What follows belongs to an exercise in optimizing a design on an open flow for small area; a production flow would make more cautious choices. In this exercise RTL edits were held to simulation tests only and were not proved equivalent to the original. No activity file was given, so power comes from the tool's default toggle rates.

// regAluTop
module regAluTop (
	input logic clk,
	input logic rstN,
	input logic [regAluPkg::swW-1:0] dataIn,
	input logic ldReg,
	input logic ldSetup,
	input logic ldImm,
	input logic ldInst,
	input logic resultReady,
	output logic resultValid,
	output regAluPkg::aluResult_t result,
	output logic [6:0] seg3,
	output logic [6:0] seg2,
	output logic [6:0] seg1,
	output logic [6:0] seg0
);
For scale: roughly 17,000 µm² of cells after synthesis.
==> flow/config.mk <==
export PLATFORM = sky130hd
export DESIGN_NAME = regAluTop
export DESIGN_NICKNAME = regAluTop
export VERILOG_FILES = /design/flow/design.v
export SDC_FILE = /design/flow/constraint.sdc
export NUM_CORES = 4
export LEC_CHECK = 0
export CAP_MARGIN = 20
export CORE_MARGIN = 2
export CORE_UTILIZATION = 50
export SETUP_SLACK_MARGIN = 0.2
export SLEW_MARGIN = 20
export SYNTH_HIERARCHICAL = 1
==> flow/constraint.sdc <==
create_clock -name core_clock -period 7.0 [get_ports {clk}]
set_input_delay 1.4000 -clock core_clock [delete_from_list [all_inputs] [get_ports {clk}]]
set_output_delay 1.4000 -clock core_clock [all_outputs]
set_load 0.01 [all_outputs]
standard.sh (not shown) runs the stock make flow with config.mk's settings and CLKGATE_MAP_FILE= SYNTH_SCRIPT=/design/flow/synth_recipe.tcl, a recipe that flattens the netlist after the stock synthesis.
==> flow/flow/run.sh <==
#!/bin/bash
# Own layout flow: the standard synthesis, its combinational gates mapped
# again by ABC for area (every register keeps its cell and instance name),
# then the standard layout steps on that netlist. Each tool's output
# goes to a log file of its own in this folder.
set -euo pipefail
R=orfs/results/${FLOW_PLATFORM}/regAluTop/base
LIB=$FLOW_HOME/platforms/${FLOW_PLATFORM}/lib/sky130_fd_sc_hd__tt_025C_1v80.lib

# 1. Standard synthesis (the check's own)
bash standard.sh synth > flow_1_synth.log 2>&1
cp "$R/1_2_yosys.v" std_synth.v

# 2. Area re-mapping of the gates between the registers
LIB="$LIB" IN=std_synth.v OUT=remapped.v ABC_SCRIPT=flow/remap.abc \
	yosys -c flow/remap.tcl > flow_2_remap.log 2>&1
cp remapped.v "$R/1_2_yosys.v"

# 3. Standard layout from that netlist: small port buffers, clock tree
#    without dummy loads
export BUFFER_PORTS_ARGS="-buffer_cell sky130_fd_sc_hd__buf_1"
export CTS_ARGS="-sink_clustering_enable -repair_clock_nets -dont_use_dummy_load -buf_list {sky130_fd_sc_hd__clkbuf_4} -sink_clustering_size 8 -sink_clustering_max_diameter 50"
bash standard.sh finish > flow_3_layout.log 2>&1
==> flow/flow/remap.abc <==
strash
&get -n
&dch
&nf -R 2000 -C 32
&dch
&nf -R 2000 -C 32
&put
Other scripts of this flow, unchanged in this note and not shown: flow/flow/remap.tcl
Change:
--- a/flow/flow/run.sh
+++ b/flow/flow/run.sh
@@ -22 +22 @@
-export CTS_ARGS="-sink_clustering_enable -repair_clock_nets -dont_use_dummy_load -buf_list {sky130_fd_sc_hd__clkbuf_4} -sink_clustering_size 8 -sink_clustering_max_diameter 50"
+export CTS_ARGS="-sink_clustering_enable -repair_clock_nets -dont_use_dummy_load -buf_list {sky130_fd_sc_hd__clkbuf_8} -sink_clustering_size 16 -sink_clustering_max_diameter 60"
==> flow/flow/remap.abc (replaced) <==
strash
&get -n
&dch
&nf -R 1000
&put
Settings changed: CORE_UTILIZATION 50 to 55, PLACE_DENSITY set to 0.65, SETUP_SLACK_MARGIN 0.2 to not set.
After rerunning: Synthesized cell count came out higher by about 1%. Register-to-register slack gets worse by 0.70 ns. Utilization climbs by 5.8 points. Total power is higher by about 34%. Clock power climbs by about 4%. Final cell count fell by 2.1%. First-iteration DRC count falls by 4.5%.
Change:
--- a/flow/flow/run.sh
+++ b/flow/flow/run.sh
@@ -22 +22 @@
-export CTS_ARGS="-sink_clustering_enable -repair_clock_nets -dont_use_dummy_load -buf_list {sky130_fd_sc_hd__clkbuf_8} -sink_clustering_size 16 -sink_clustering_max_diameter 60"
+export CTS_ARGS="-sink_clustering_enable -repair_clock_nets -dont_use_dummy_load -buf_list {sky130_fd_sc_hd__clkbuf_4} -sink_clustering_size 8 -sink_clustering_max_diameter 50"
==> flow/flow/remap.abc (replaced) <==
strash
&get -n
&dch
&nf -R 2000 -C 32
&dch
&nf -R 2000 -C 32
&put
Settings changed: CAP_MARGIN 20 to 10, CORE_UTILIZATION 55 to 50, PLACE_DENSITY 0.65 to not set, SETUP_SLACK_MARGIN set to 0.2, SLEW_MARGIN 20 to 10.
=> Wire length increases by a few percent; clock-buffer cell count went up by 21; die area came out higher by a little under a tenth; cell area is lower slightly; hold slack degrades by 0.012 ns; core utilization went down by 5.8 points; sequential power falls by roughly a tenth; final cell count went up by a few percent.

* * *

Starting RTL as in the previous note.
export LEC_CHECK = 0
export CAP_MARGIN = 20
export CORE_MARGIN = 2
export CORE_UTILIZATION = 45
export SLEW_MARGIN = 20
export SYNTH_HIERARCHICAL = 1
create_clock -name core_clock -period 7.0 [get_ports {clk}]
==> flow/flow/run.sh <==
#!/bin/bash
# Own layout flow: the standard synthesis, its combinational gates mapped
# again by ABC for area (every register keeps its cell and instance name),
# then the standard layout steps on that netlist. Each tool's output
# goes to a log file of its own in this folder.
set -euo pipefail
R=orfs/results/${FLOW_PLATFORM}/regAluTop/base
LIB=$FLOW_HOME/platforms/${FLOW_PLATFORM}/lib/sky130_fd_sc_hd__tt_025C_1v80.lib

# 1. Standard synthesis (the check's own)
bash standard.sh synth > flow_1_synth.log 2>&1
cp "$R/1_2_yosys.v" std_synth.v

# 2. Area re-mapping of the gates between the registers
LIB="$LIB" IN=std_synth.v OUT=remapped.v ABC_SCRIPT=flow/remap.abc \
	yosys -c flow/remap.tcl > flow_2_remap.log 2>&1
cp remapped.v "$R/1_2_yosys.v"

# 3. Standard layout from that netlist: small port buffers, clock tree
#    without dummy loads
export BUFFER_PORTS_ARGS="-buffer_cell sky130_fd_sc_hd__buf_1"
export CTS_ARGS="-sink_clustering_enable -repair_clock_nets -dont_use_dummy_load -buf_list {sky130_fd_sc_hd__clkbuf_4} -sink_clustering_size 8 -sink_clustering_max_diameter 50"
bash standard.sh finish > flow_3_layout.log 2>&1
==> flow/flow/remap.abc <==
strash
&get -n
&dch
&nf -R 1000
&put
Other scripts of this flow, unchanged in this note and not shown: flow/flow/remap.tcl
==> next run, changes <==
--- a/flow/flow/run.sh
+++ b/flow/flow/run.sh
@@ -20,4 +20,4 @@
 #    without dummy loads
 export BUFFER_PORTS_ARGS="-buffer_cell sky130_fd_sc_hd__buf_1"
-export CTS_ARGS="-sink_clustering_enable -repair_clock_nets -dont_use_dummy_load -buf_list {sky130_fd_sc_hd__clkbuf_4} -sink_clustering_size 8 -sink_clustering_max_diameter 50"
+export CTS_ARGS="-sink_clustering_enable -repair_clock_nets -dont_use_dummy_load -buf_list {sky130_fd_sc_hd__clkbuf_8} -sink_clustering_size 16 -sink_clustering_max_diameter 60"
 bash standard.sh finish > flow_3_layout.log 2>&1
==> flow/flow/remap.abc (replaced) <==
strash
&get -n
&dch
&nf -R 2000 -C 32
&dch
&nf -R 2000 -C 32
&put
Settings changed: CAP_MARGIN 20 to 10, CORE_UTILIZATION 45 to 62, PLACE_DENSITY from default to 0.72, SLEW_MARGIN 20 to 10.
Sequential cell count is unchanged; area after synthesis falls slightly; worst setup slack improved by 1.1 ns; design area falls by a few percent; critical path depth falls by 13; die area falls by a quarter to a third.

[static timing again, ports no longer ideal]
The flow's constraints put no driver on any port. The routed layouts listed below were extracted and timed again, unchanged, in two steps. Step 1: set_driving_cell puts a clkbuf_16 on clk and a buf_2 on each other input, an assumption about the parent block. Step 2, shift: input delay + t, output delay - t, t = (earliest + latest rising clock arrival at the registers) / 2. This alone moves slack from input paths to output paths. Three values: ideal, step 1, step 2; two values: the first two.
run | t (ns) | setup slack, ns | latest minus earliest clock arrival (ns)
the first run of note 1 | 0.809 | 1.252 / 1.252 / 1.252 | 0.072 / 0.072
the second run of note 1 | 0.569 | 0.550 / 0.550 / 0.550 | 0.117 / 0.117
the third run of note 1 | 0.817 | 1.213 / 1.213 / 1.213 | 0.080 / 0.080
the first run of note 2 | 0.822 | 0.352 / 0.352 / 0.352 | 0.127 / 0.127
the second run of note 2 | 0.645 | 1.404 / 1.404 / 1.404 | 0.097 / 0.096
After both steps every run listed still meets setup and hold.
